Context: an optimization exercise on an open-source flow, tuned for small area, a short achievable clock period and few clock cycles. The choices shown serve that exercise and are no tape-out recipe. In this exercise RTL edits were held to simulation tests only and were not proved equivalent to the original. Power and IR drop assume default switching activity.

==> trial 29 <==
==> flow/design.v (excerpt) <==
module l2_fwd_top (
    input  logic clk,
    input  logic rst,
    input  logic fwd_valid_i,
    output logic fwd_ready_o,
    input  logic [2:0] fwd_msg_i,
    input  logic [11:0] fwd_addr_i,
    input  logic [3:0] fwd_req_id_i,
    input  logic [3:0] fwd_mask_i,
    input  logic [127:0] fwd_line_i,
    output logic rsp_valid_o,
    input  logic rsp_ready_i,
    output logic [2:0] rsp_msg_o,
    output logic [3:0] rsp_req_id_o,
    output logic rsp_to_req_o,
    output logic [11:0] rsp_addr_o,
    output logic [127:0] rsp_line_o,
    output logic [3:0] rsp_mask_o,
    input  logic fill_valid_i,
    output logic fill_ready_o,
    input  logic [11:0] fill_addr_i,
    input  logic [127:0] fill_line_i,
    input  logic [7:0] fill_states_i,
    output logic inval_valid_o,
    output logic [11:0] inval_addr_o
);
    logic [7:0] tag_q [16][2];
    logic [7:0] st_q [16][2];
    logic [127:0] ln_q [16][2];
    logic [15:0] vic_q;
    logic sweep_q;
    logic [3:0] swp_q;
    logic fill_rdy_q, fwd_rdy_q, fill_rdy, fwd_rdy;
    logic f_v;
    logic [11:0] f_addr;
    logic [127:0] f_line;
    logic [7:0] f_st;
    logic w_v;
    logic [2:0] w_msg;
    logic [11:0] w_addr;
    logic [3:0] w_id, w_mask;
    logic [127:0] w_line;
    logic o_v, o_nv;  
    logic [2:0] o_nmsg;
    logic [3:0] o_nid;
    logic o_nto;
    logic [11:0] o_naddr;
    logic [127:0] o_nline;
    logic [3:0] o_nmask, o_np;
    logic k_v;
    logic [2:0] k_msg;
    logic [3:0] k_id;
    logic k_to;
    logic [11:0] k_addr;
    logic [127:0] k_line;
  ...
clock: 8.0 ns
lec_check: 0
cap_margin: 20
core_margin: 2
core_utilization: 45
cts_cluster_diameter: 80
cts_cluster_size: 25
setup_slack_margin: 4.8
slew_margin: 20
synth_memory_max_bits: 8192
tns_end_percent: 5
standard.sh (not shown) runs the stock make flow with config.mk's settings and CLKGATE_MAP_FILE= SYNTH_SCRIPT=/design/flow/synth_recipe.tcl, a recipe that flattens the netlist after the stock synthesis.
==> flow/flow/run.sh <==
#!/bin/bash
# The standard layout, with the port buffers that buffer_ports inserts made
# plain buf_2 cells instead of its default delay-buffer choice.
set -euo pipefail
export BUFFER_PORTS_ARGS="-buffer_cell sky130_fd_sc_hd__buf_2"
bash standard.sh > standard.log 2>&1
==> inputs of build 66, as changes to trial 29 <==
--- a/flow/design.v
+++ b/flow/design.v
@@ -39,16 +39,16 @@
     logic [2:0] w_msg;
     logic [11:0] w_addr;
     logic [3:0] w_id, w_mask;
     logic [127:0] w_line;
     logic o_v, o_nv;  
-    logic [2:0] o_nmsg;
-    logic [3:0] o_nid;
-    logic o_nto;
-    logic [11:0] o_naddr;
-    logic [127:0] o_nline;
-    logic [3:0] o_nmask, o_np;
+    logic [2:0] o_msg;
+    logic [3:0] o_id;
+    logic o_to;
+    logic [11:0] o_addr;
+    logic [127:0] o_line;
+    logic [3:0] o_mask, o_np;
     logic k_v;
     logic [2:0] k_msg;
     logic [3:0] k_id;
     logic k_to;
     logic [11:0] k_addr;
@@ -186,22 +186,22 @@
     logic [2:0] on_msg;
     logic [3:0] on_id, on_mask, on_np;
     logic on_to;
     logic [11:0] on_addr;
     logic [127:0] on_line;
-    logic [2:0] p_msg;
-    logic [3:0] p_id, p_mask;
-    logic p_to;
-    logic [11:0] p_addr;
-    logic [127:0] p_line;
+    logic [2:0] p_nmsg;
+    logic [3:0] p_nid, p_nmask;
+    logic p_nto;
+    logic [11:0] p_naddr;
+    logic [127:0] p_nline;
     always_comb begin
-        on_msg = ~o_nmsg;
-        on_id = ~o_nid;
-        on_to = ~o_nto;
-        on_addr = ~o_naddr;
-        on_line = ~o_nline;
-        on_mask = ~o_nmask;
+        on_msg = o_msg;
+        on_id = o_id;
+        on_to = o_to;
+        on_addr = o_addr;
+        on_line = o_line;
+        on_mask = o_mask;
         on_np = o_np;
         if (out_free) begin
             if (k_v) begin
                 on_msg = k_msg;
                 on_id = k_id;
@@ -226,23 +226,23 @@
             on_mask = o_np;
             on_np = 4'h0;
         end
     end
     always_ff @(posedge clk) begin
-        o_nmsg <= ~on_msg;
-        o_nid <= ~on_id;
-        o_nto <= ~on_to;
-        o_naddr <= ~on_addr;
-        o_nline <= ~on_line;
-        o_nmask <= ~on_mask;
+        o_msg <= on_msg;
+        o_id <= on_id;
+        o_to <= on_to;
+        o_addr <= on_addr;
+        o_line <= on_line;
+        o_mask <= on_mask;
         o_np <= on_np;
-        p_msg <= on_msg;
-        p_id <= on_id;
-        p_to <= on_to;
-        p_addr <= on_addr;
-        p_line <= on_line;
-        p_mask <= on_mask;
+        p_nmsg <= ~on_msg;
+        p_nid <= ~on_id;
+        p_nto <= ~on_to;
+        p_naddr <= ~on_addr;
+        p_nline <= ~on_line;
+        p_nmask <= ~on_mask;
     end
     always_ff @(posedge clk) begin
         if (!k_v) begin
             k_msg <= n_msg;
             k_id <= n_id;
@@ -252,16 +252,16 @@
             k_mask <= n_mask;
             k_np <= n_np;
         end
     end
     assign rsp_valid_o = o_v;
-    assign rsp_msg_o = p_msg;
-    assign rsp_req_id_o = p_id;
-    assign rsp_to_req_o = p_to;
-    assign rsp_addr_o = p_addr;
-    assign rsp_line_o = p_line;
-    assign rsp_mask_o = p_mask;
+    assign rsp_msg_o = ~p_nmsg;
+    assign rsp_req_id_o = ~p_nid;
+    assign rsp_to_req_o = ~p_nto;
+    assign rsp_addr_o = ~p_naddr;
+    assign rsp_line_o = ~p_nline;
+    assign rsp_mask_o = ~p_nmask;
     always_ff @(posedge clk or negedge rst) begin
         if (!rst) inv_v <= 1'b0;
         else inv_v <= proc_w && inv_c;
     end
     always_ff @(posedge clk) begin
==> impl_table.tex <==
\begin{tabular}{lr}
\hline
Metric & Value \\
\hline
\multicolumn{2}{l}{\textbf{Place}} \\
\quad Post-Place Cell Area & 0.208 mm2 \\
\quad Placed Instances & 17.2k \\
\multicolumn{2}{l}{\textbf{Clocking}} \\
\quad Gates resized, CTS repair & roughly 500 \\
\multicolumn{2}{l}{\textbf{Hold path}} \\
\quad HP Start & o\_nline[70] \\
\multicolumn{2}{l}{\textbf{Final layout}} \\
\quad Inverter count of the layout excluding clock inverters & between 200 and 250 \\
\quad Bufs w/o clock & 1,133 \\
\quad Nets & 12.4k \\
\quad Layout buffering overhead excluding clock cells & 5.25\% \\
\quad Count of placed standard cells in the final layout, fillers left out & 18.1k \\
\multicolumn{2}{l}{\textbf{Setup path}} \\
\quad R2r endpoint & st\_q[23][2] \\
\quad Data arrival at the endpoint of the critical path & approximately 4300 ps \\
\quad Slowest Stage Delay on Critical Path & 760 ps \\
\multicolumn{2}{l}{\textbf{Power and ir drop}} \\
\quad Internal cell power & $\sim$47 mW \\
\quad Static leakage power & 72.5 nW \\
\quad Combinational cell fraction of total power & 22.9\% \\
\multicolumn{2}{l}{\textbf{Synthesis}} \\
\quad Cell count after synthesis & 11.4k \\
\multicolumn{2}{l}{\textbf{Drt}} \\
\quad Routed length on met2 & approximately 330 mm \\
\multicolumn{2}{l}{\textbf{Floorplan}} \\
\quad Horiz. Die Dim & about 670 um \\
\quad Starting density of the core & 45.1\% \\
\multicolumn{2}{l}{\textbf{Run status}} \\
\quad Result of the run & complete, no violations \\
\hline
\end{tabular}
Source of the figures above: trial 29

==> impl_table.tex <==
\begin{tabular}{lr}
\hline
Metric & Value \\
\hline
\multicolumn{2}{l}{\textbf{Drt}} \\
\quad Routed length on met2 & 330 mm \\
\multicolumn{2}{l}{\textbf{Floorplan}} \\
\quad Starting density of the core & 45.1\% \\
\quad Horiz. Die Dim & 666 um \\
\multicolumn{2}{l}{\textbf{Synthesis}} \\
\quad Cell count after synthesis & about 12k \\
\multicolumn{2}{l}{\textbf{Hold path}} \\
\quad HP Start & o\_line[84] \\
\multicolumn{2}{l}{\textbf{Final layout}} \\
\quad Nets & $\sim$13k \\
\quad Layout buffering overhead excluding clock cells & 5.27\% \\
\quad Inverter count of the layout excluding clock inverters & 503 \\
\multicolumn{2}{l}{\textbf{Setup path}} \\
\quad Data arrival at the endpoint of the critical path & roughly 1900 ps \\
\quad R2r endpoint & o\_line[90] \\
\quad Slowest Stage Delay on Critical Path & between 300 and 400 ps \\
\multicolumn{2}{l}{\textbf{Power and ir drop}} \\
\quad Combinational cell fraction of total power & 23.6\% \\
\multicolumn{2}{l}{\textbf{Run status}} \\
\quad Result of the run & complete, no violations \\
\multicolumn{2}{l}{\textbf{Place}} \\
\quad Placed Instances & 17.4k \\
\hline
\end{tabular}
Source of the figures above: build 66

Testbench counts of trial 29, summed over its fixed seeds: cycles 4,934.
Testbench counts of build 66, summed over its fixed seeds: cycles 4,934.

static timing again, ports no longer ideal:
The results above use ideal ports. As a check the final layouts listed here were re-extracted and re-timed, cells and wires unchanged. Step 1 assumes that a clkbuf_16 drives the clock port and a buf_2 every other input. Step 2, shift: input delay + t, output delay - t, t = (earliest + latest rising clock arrival at the registers) / 2. This alone moves slack from input paths to output paths. a / b / c = ideal ports / drivers / drivers and shift; a / b = the first two.
run	shift t [ns]	setup WS [ns]	worst slew at a driven data input, ns
trial 29	1.104	4.446 / 4.356 / 3.686	0.06
build 66	1.087	4.534 / 4.411 / 3.721	0.13
After both steps every run listed still meets setup and hold. For build 66, which loses most, drivers alone change the setup slack by -0.123 ns; drivers and shift together by -0.813 ns.
